This is an optimization exercise on Yosys and OpenROAD, whose aim is small area, not a production implementation.
Function was checked by simulation only, so behaviour that the tests miss may differ from the original.
No activity file was given, so power comes from the tool's default toggle rates.

Design secure_xfer_engine, start of the top module:
module secure_xfer_engine (
    input  logic        clk,
    input  logic        rst,
    input  logic        wr_valid,
    input  logic [15:0] wr_key,
    input  logic [9:0]  wr_addr,
    input  logic [31:0] wr_data,
    output logic        wr_ready,
    output logic        mem_valid,
    output logic [31:0] mem_data,
    input  logic        mem_ready,
    input  logic        rd_valid,
    input  logic [15:0] rd_key,
    input  logic [9:0]  rd_addr,
    input  logic [31:0] rd_data,
    output logic        rd_ready,
    output logic        reg_valid,
    output logic [31:0] reg_data,
    input  logic        reg_ready,
    output logic        locked,
    output logic [1:0]  key_err,
    output logic [15:0] acc_cnt,
    output logic [15:0] rej_cnt
);
export LEC_CHECK = 0
export ABC_AREA = 1
export CAP_MARGIN = 5
export CORE_MARGIN = 2
export CORE_UTILIZATION = 75
export PLACE_DENSITY = 0.85
export SLEW_MARGIN = 5
create_clock -name core_clock -period 30.0 [get_ports {clk}]
standard.sh (not shown) runs the stock make flow with config.mk's settings and CLKGATE_MAP_FILE= SYNTH_SCRIPT=/design/flow/synth_recipe.tcl, a recipe that flattens the netlist after the stock synthesis.
==> flow/flow/run.sh <==
#!/bin/bash
# Layout flow: the standard layout (standard.sh) with these changes:
#  - Yosys synth runs without its early "abc -fast" (SYNTH_ARGS=-noabc), so
#    the full-adder extraction sees the adder logic as written;
#  - after synthesis, the logic other than full adders, flip-flops and
#    tie cells is mapped again with an area-oriented ABC script
#    (haprep.py marks the half adders to keep, reopt.tcl maps, fixconst.py
#    handles constant pins); registers keep their cells and names;
#  - the port buffers use the smallest buffer cell;
#  - CTS adds no dummy loads.
set -euo pipefail
export SYNTH_ARGS="-noabc"
export BUFFER_PORTS_ARGS="-buffer_cell sky130_fd_sc_hd__buf_1"
export CTS_ARGS="-sink_clustering_enable -repair_clock_nets -dont_use_dummy_load"

bash standard.sh synth > standard_synth.log 2>&1

RES=orfs/results/$FLOW_PLATFORM/secure_xfer_engine/base
PLAT=$FLOW_HOME/platforms/$FLOW_PLATFORM
YOSYS=${YOSYS_EXE:-$FLOW_HOME/../tools/install/yosys/bin/yosys}
cp $RES/1_2_yosys.v $RES/1_2_yosys.standard.v
export REOPT_LIB=$PLAT/lib/sky130_fd_sc_hd__tt_025C_1v80.lib
python3 flow/haprep.py $RES/1_2_yosys.standard.v $RES/1_2_yosys.haprep.v > haprep.log 2>&1
export REOPT_IN=$RES/1_2_yosys.haprep.v
export REOPT_OUT=$RES/1_2_yosys.reopt.v
export REOPT_TOP=$FLOW_TOP
export REOPT_ABC="+strash;&get,-n;&deepsyn,-T,30;&put;dch;amap;topo;dnsize"
export REOPT_DONT_USE=$(awk '/DONT_USE_CELLS \+=/{f=1} f{for(i=1;i<=NF;i++) if($i ~ /^sky130/) printf "-dont_use %s ", $i} f&&!/\\$/{f=0}' $PLAT/config.mk)
"$YOSYS" -c flow/reopt.tcl > reopt.log 2>&1
python3 flow/fixconst.py $REOPT_OUT $RES/1_2_yosys.v > fixconst.log 2>&1
rm -f $RES/1_synth.odb $RES/1_synth.sdc

bash standard.sh finish > standard_finish.log 2>&1
==> flow/flow/reopt.tcl <==
# Re-map the combinational logic of the standard synthesis netlist with an
# area-oriented ABC script. Full adders, flip-flops, tie cells and the half
# adders haprep.py marked (as ha_2) are kept as they are (same instances,
# same names); every other cell is expanded to its liberty function and
# mapped again.
yosys read_liberty -ignore_miss_func $::env(REOPT_LIB)
yosys read_verilog $::env(REOPT_IN)
yosys hierarchy -top $::env(REOPT_TOP)
yosys setattr -mod -set keep_hierarchy 1 sky130_fd_sc_hd__fa_* sky130_fd_sc_hd__ha_2 sky130_fd_sc_hd__df* sky130_fd_sc_hd__edf* sky130_fd_sc_hd__conb_1
yosys flatten
yosys opt_clean -purge
yosys abc -script $::env(REOPT_ABC) -liberty $::env(REOPT_LIB) {*}$::env(REOPT_DONT_USE) -D 30000 $::env(REOPT_TOP)
yosys opt_clean -purge
yosys select $::env(REOPT_TOP)
yosys rename -hide w:*.* w:*$*
yosys opt_clean -purge
yosys write_verilog -noattr -noexpr -selected $::env(REOPT_OUT)
Other scripts of this flow, unchanged in this note and not shown: flow/flow/fixconst.py, flow/flow/haprep.py
Next try:
--- a/flow/flow/run.sh
+++ b/flow/flow/run.sh
@@ -25,5 +25,5 @@
 export REOPT_OUT=$RES/1_2_yosys.reopt.v
 export REOPT_TOP=$FLOW_TOP
-export REOPT_ABC="+strash;&get,-n;&deepsyn,-T,30;&put;dch;amap;topo;dnsize"
+export REOPT_ABC="+strash;&get,-n;&deepsyn,-T,30;&put;dch,-f;amap;mfs3,-a;topo;dnsize"
 export REOPT_DONT_USE=$(awk '/DONT_USE_CELLS \+=/{f=1} f{for(i=1;i<=NF;i++) if($i ~ /^sky130/) printf "-dont_use %s ", $i} f&&!/\\$/{f=0}' $PLAT/config.mk)
 "$YOSYS" -c flow/reopt.tcl > reopt.log 2>&1
=> Global-route usage came out higher by 1.6 points. Setup slack gains 0.20 ns. Register-to-register slack gains 0.19 ns. Cell count came out lower by about 1.7%.
Next try:
--- a/flow/flow/run.sh
+++ b/flow/flow/run.sh
@@ -25,5 +25,5 @@
 export REOPT_OUT=$RES/1_2_yosys.reopt.v
 export REOPT_TOP=$FLOW_TOP
-export REOPT_ABC="+strash;&get,-n;&deepsyn,-T,30;&put;dch,-f;amap;mfs3,-a;topo;dnsize"
+export REOPT_ABC="+strash;&get,-n;&deepsyn,-T,30;&put;dch;amap;topo;dnsize"
 export REOPT_DONT_USE=$(awk '/DONT_USE_CELLS \+=/{f=1} f{for(i=1;i<=NF;i++) if($i ~ /^sky130/) printf "-dont_use %s ", $i} f&&!/\\$/{f=0}' $PLAT/config.mk)
 "$YOSYS" -c flow/reopt.tcl > reopt.log 2>&1
Settings changed: CAP_MARGIN 5 to 20, SLEW_MARGIN 5 to 20.
Area after synthesis goes up slightly.
Wire length falls by a few percent.
Combinational power increases by a few percent.
Sequential share of layout area barely changes.
Via count shrinks by a few percent.
Non-clock buffer count stays the same.
Clock skew shrinks by 0.014 ns.
Worst setup slack loses 0.20 ns.
Hold slack gets worse by 0.017 ns.
Synthesized cell count rose slightly.
Clock power fell by a few percent.
Next try:
Settings changed: CORE_UTILIZATION 75 to 80, PLACE_DENSITY 0.85 to 0.88.
The new run finished clean.
Global-route usage went up by 5.0 points.
Fmax went down by 2.4%.
Worst hold slack improved by 0.0043 ns.
Sequential share of layout area hardly moves.
Routed wire length went up by 9.3%.
Synthesized cell count is unchanged.
Die area went down by 6.1%.
Design area barely changes.
Setup slack got worse by 0.59 ns.
Clock power went up by about 4%.

-- static timing again, ports no longer ideal --
How much do the figures lean on ideal ports? The routed layouts below were timed once more, with nothing changed but the port constraints.
Step 1, drivers: a clkbuf_16 drives clk and a buf_2 each remaining input, both assumed.
Step 2 moves the port delays by t, midway between the first and last clock arrival at a register: inputs arrive t later, outputs are due t later. That takes back most of the time a late clock gives input paths.
Three values: no drivers, after step 1, after step 2; two values: the first two.
run	t (ns)	slack for setup (ns)	hold WS [ns]
the first run	0.411	6.428 / 6.378 / 6.789	0.516 / 0.516 / 0.516
the second run	0.404	6.624 / 6.575 / 6.979	0.533 / 0.533 / 0.533
the third run	0.415	6.422 / 6.373 / 6.788	0.517 / 0.517 / 0.517
the fourth run	0.402	5.836 / 5.791 / 6.193	0.521 / 0.521 / 0.521
After both steps every run listed still meets setup and hold.
